From an optimization exercise on the open Yosys and OpenROAD flow, aimed at small area, a short achievable clock period and few clock cycles per item; shortcuts taken in it are not production practice. Function was checked by simulation only, so behaviour that the tests miss may differ from the original. Power is estimated from default activity; no workload was simulated.

Design wildcard_byte_pattern_scan, start of the top module:
module wildcard_byte_pattern_scan
(
    input  wire logic          clk,
    input  wire logic          rst_n,
    input  wire logic          cfg_write,
    input  wire logic [1:0]    cfg_index,
    input  wire logic [63:0]   cfg_data,
    input  wire logic          item_valid,
    output logic               item_ready,
    input  wire logic [8:0]    item_in,
    output logic               result_valid,
    input  wire logic          result_ready,
    output logic [32:0]        result_out
);
Size: ~690 cells after synthesis, about 220 flip-flops, roughly 120 I/O pins, about 9800 sq um of cells after synthesis.
==> flow/config.mk <==
export PLATFORM = sky130hd
export DESIGN_NAME = wildcard_byte_pattern_scan
export DESIGN_NICKNAME = wildcard_byte_pattern_scan
export VERILOG_FILES = /design/flow/design.v
export SDC_FILE = /design/flow/constraint.sdc
export NUM_CORES = 4
export LEC_CHECK = 0
export CAP_MARGIN = 20
export CORE_MARGIN = 2
export CORE_UTILIZATION = 40
export CTS_BUF_LIST = sky130_fd_sc_hd__clkbuf_4 sky130_fd_sc_hd__clkbuf_8 sky130_fd_sc_hd__clkbuf_16
export CTS_CLUSTER_DIAMETER = 80
export CTS_CLUSTER_SIZE = 20
export SETUP_SLACK_MARGIN = 3.65
export SLEW_MARGIN = 70
export TNS_END_PERCENT = 3
==> flow/constraint.sdc <==
create_clock -name core_clock -period 6.0 [get_ports {clk}]
set_input_delay 1.2000 -clock core_clock [delete_from_list [all_inputs] [get_ports {clk}]]
set_output_delay 1.2000 -clock core_clock [all_outputs]
set_load 0.01 [all_outputs]
standard.sh (not shown) runs the stock make flow with config.mk's settings and CLKGATE_MAP_FILE= SYNTH_SCRIPT=/design/flow/synth_recipe.tcl, a recipe that flattens the netlist after the stock synthesis.
==> flow/flow/run.sh <==
#!/bin/bash
# Layout flow: the standard flow (standard.sh), except that the port
# buffers that global placement inserts are plain sky130 buffers (buf_1,
# resized later where timing needs it) instead of the delay buffer that
# buffer_ports picks by default. Each step's full output goes to its own log.
set -euo pipefail
export BUFFER_PORTS_ARGS="-buffer_cell sky130_fd_sc_hd__buf_1"
bash standard.sh synth > synth.log 2>&1
bash standard.sh finish > finish.log 2>&1
The baseline ran to the end with no violations.
Testbench counts at the start, summed over its fixed seeds: cycles 112,139, bytes 110,795.
==> next run, changes <==
--- a/flow/config.mk
+++ b/flow/config.mk
@@ -12,5 +12,5 @@
 export CTS_CLUSTER_DIAMETER = 80
 export CTS_CLUSTER_SIZE = 20
-export SETUP_SLACK_MARGIN = 3.65
-export SLEW_MARGIN = 70
-export TNS_END_PERCENT = 3
+export SETUP_SLACK_MARGIN = 3.5
+export SLEW_MARGIN = 20
+export TNS_END_PERCENT = 10
=>
- total power increases slightly
- flip-flop and latch count does not change
- routed wire length grows by a few percent
- synthesized cell count stays the same
- core utilization came out lower by 0.24 points
- via count shrinks slightly
==> next run, changes <==
--- a/flow/config.mk
+++ b/flow/config.mk
@@ -12,5 +12,4 @@
 export CTS_CLUSTER_DIAMETER = 80
 export CTS_CLUSTER_SIZE = 20
-export SETUP_SLACK_MARGIN = 3.5
-export SLEW_MARGIN = 20
-export TNS_END_PERCENT = 10
+export SETUP_SLACK_MARGIN = 3.6
+export SLEW_MARGIN = 70
Worst hold slack gains 12 ps.
Sequential cell count is unchanged.
Core utilization is higher by 0.58 points.
Critical path depth came out lower by 4.
Synthesized cell count stays the same.
Power came out lower by 1.7%.
Wire length shrinks by 6.7%.
==> next run, changes <==
--- a/flow/config.mk
+++ b/flow/config.mk
@@ -12,4 +12,5 @@
 export CTS_CLUSTER_DIAMETER = 80
 export CTS_CLUSTER_SIZE = 20
-export SETUP_SLACK_MARGIN = 3.6
-export SLEW_MARGIN = 70
+export SETUP_SLACK_MARGIN = 3.75
+export SLEW_MARGIN = 20
+export TNS_END_PERCENT = 10
Outcome: Power rose by 3.3%. Area after synthesis is unchanged. Worst hold slack got worse by 13 ps. Non-clock buffer count rose by 1. Wire length rose by 9.0%. Critical path depth stays the same. Sequential share of layout area fell by 0.81 points.
==> next run, changes <==
--- a/flow/config.mk
+++ b/flow/config.mk
@@ -12,5 +12,4 @@
 export CTS_CLUSTER_DIAMETER = 80
 export CTS_CLUSTER_SIZE = 20
-export SETUP_SLACK_MARGIN = 3.75
-export SLEW_MARGIN = 20
-export TNS_END_PERCENT = 10
+export SETUP_SLACK_MARGIN = 3.5
+export SLEW_MARGIN = 70
Global-route usage came out lower by 0.61 points.
Clock power drops by about 5%.
Critical path depth went up by 5.
Worst setup slack got worse by 21 ps.
==> next run, changes <==
--- a/flow/config.mk
+++ b/flow/config.mk
@@ -9,7 +9,8 @@
 export CORE_MARGIN = 2
 export CORE_UTILIZATION = 40
-export CTS_BUF_LIST = sky130_fd_sc_hd__clkbuf_4 sky130_fd_sc_hd__clkbuf_8 sky130_fd_sc_hd__clkbuf_16
-export CTS_CLUSTER_DIAMETER = 80
-export CTS_CLUSTER_SIZE = 20
-export SETUP_SLACK_MARGIN = 3.5
+export CTS_BUF_LIST = sky130_fd_sc_hd__clkbuf_16
+export CTS_CLUSTER_DIAMETER = 100
+export CTS_CLUSTER_SIZE = 24
+export SETUP_SLACK_MARGIN = 3.65
 export SLEW_MARGIN = 70
+export TNS_END_PERCENT = 3
Result: Global-route usage is about the same; hold slack is worse by 19 ps; final area came out lower by 0.67%; critical path depth came out lower by 5.


wildcard_byte_pattern_scan, a different RTL version from the one above (not shown whole).
Size: roughly 690 cells after synthesis, ~220 flip-flops, about 120 I/O pins, about 9700 um^2 of cells after synthesis.
Settings: LEC_CHECK=0, CAP_MARGIN=20, CORE_MARGIN=2, CORE_UTILIZATION=40, CTS_BUF_LIST=sky130_fd_sc_hd__clkbuf_4 sky130_fd_sc_hd__clkbuf_8 sky130_fd_sc_hd__clkbuf_16, CTS_CLUSTER_DIAMETER=80, CTS_CLUSTER_SIZE=20, SETUP_SLACK_MARGIN=3.5, SLEW_MARGIN=20; clock period 6.0 ns.
Scripts as last shown in full above: flow/flow/run.sh
Testbench counts at the start, summed over its fixed seeds: cycles 112,139, bytes 110,795.
Change:
Settings changed: SETUP_SLACK_MARGIN 3.5 to 3.75.
Outcome: Synthesized area stays the same; worst setup slack improves by 0.075 ns; power is higher by 5.6%; fmax is higher by 3.2%; cell area increases by 8.2%; core utilization came out higher by 3.8 points; first-iteration DRC count rises by 1.4%; final cell count increases by 5.2%; critical path depth fell by 6.
Change:
Settings changed: CTS_BUF_LIST sky130_fd_sc_hd__clkbuf_4 sky130_fd_sc_hd__clkbuf_8 sky130_fd_sc_hd__clkbuf_16 to sky130_fd_sc_hd__clkbuf_16, CTS_CLUSTER_DIAMETER 80 to 100, CTS_CLUSTER_SIZE 20 to 24, SETUP_SLACK_MARGIN 3.75 to 3.5.
Outcome: Fmax falls by 4.3%; clock skew increases by 0.025 ns; final area went down by 8.3%; sequential power is higher by about 2%; utilization fell by 4.2 points; cell count drops by 5.1%; via count goes down by 5.4%; routed wire length is lower by 4.1%; non-clock buffer count went down by 58; combinational power is lower by 32%; clock power drops by 7.6%.
Change:
Settings changed: CORE_UTILIZATION 40 to 60, CTS_BUF_LIST sky130_fd_sc_hd__clkbuf_16 to unset, CTS_CLUSTER_DIAMETER 100 to unset, CTS_CLUSTER_SIZE 24 to unset.
The changed run completed without violations.
Cell area rises by 2.6%.
Synthesized cell count stays the same.
Register-to-register slack is worse by 0.05 ns.
Sequential share of layout area falls by 1.5 points.
Change:
Settings changed: CORE_UTILIZATION 60 to 40, CTS_BUF_LIST set to sky130_fd_sc_hd__clkbuf_4 sky130_fd_sc_hd__clkbuf_8 sky130_fd_sc_hd__clkbuf_16, CTS_CLUSTER_DIAMETER set to 80, CTS_CLUSTER_SIZE set to 20, SETUP_SLACK_MARGIN 3.5 to 3.25.
Effect: Utilization drops by 26 points. Fmax drops by about 5.4%. Register-to-register slack loses 0.12 ns. Wire length climbs by 2.7%. Combinational power drops by 7.6%. Final cell count climbs by about 7%. Cell area drops by 2.6%. Clock power drops by about 20%. Die area climbs by about 50%. First-iteration DRC count drops by 13%.
Change:
Settings changed: CTS_BUF_LIST sky130_fd_sc_hd__clkbuf_4 sky130_fd_sc_hd__clkbuf_8 sky130_fd_sc_hd__clkbuf_16 to unset, CTS_CLUSTER_DIAMETER 80 to unset, CTS_CLUSTER_SIZE 20 to unset, SETUP_SLACK_MARGIN 3.25 to 4.0.
What happened:
- clock power rose by about 43%
- design area rose by about 20%
- count of clock-buffer cells in the layout rose by 9
- combinational power rose by about 80%
- sequential power fell by about 2%
- synthesized cell count does not change
- setup slack gains 0.21 ns

[static timing again, ports no longer ideal]
The flow's constraints put no driver on any port. The routed layouts listed below were extracted and timed again, unchanged, in two steps.
Step 1 assumes that a clkbuf_16 drives the clock port and a buf_2 every other input.
Step 2 also shifts input and output timing later by t, the mid clock arrival at the registers, as if the neighbouring blocks saw the same clock.
Slacks: no drivers / after step 1 / after step 2; pairs: no drivers / after step 1.
run	shift t [ns]	setup WS [ns]	worst setup path at the end
the first run of note 1	0.528	3.642 / 3.595 / 3.175	input to register
the second run of note 1	0.516	3.524 / 3.512 / 3.098	input to register
the third run of note 1	0.516	3.650 / 3.606 / 3.232	input to register
the fourth run of note 1	0.518	3.640 / 3.596 / 3.226	input to register
the fifth run of note 1	0.520	3.620 / 3.592 / 3.142	input to register
the sixth run of note 1	0.510	3.637 / 3.589 / 3.190	input to register
the first run of note 2	0.521	3.618 / 3.614 / 3.114	input to register
the second run of note 2	0.514	3.693 / 3.649 / 3.295	input to register
the third run of note 2	0.516	3.590 / 3.605 / 3.091	input to register
the fourth run of note 2	0.550	3.592 / 3.570 / 3.089	input to register
the fifth run of note 2	0.514	3.453 / 3.430 / 2.954	input to register
the sixth run of note 2	0.568	3.659 / 3.613 / 3.244	input to register
After both steps every run listed still meets setup and hold. The setup slack of the first run of note 2, which loses most, moves by -0.004 ns with the drivers and by -0.504 ns with both steps.
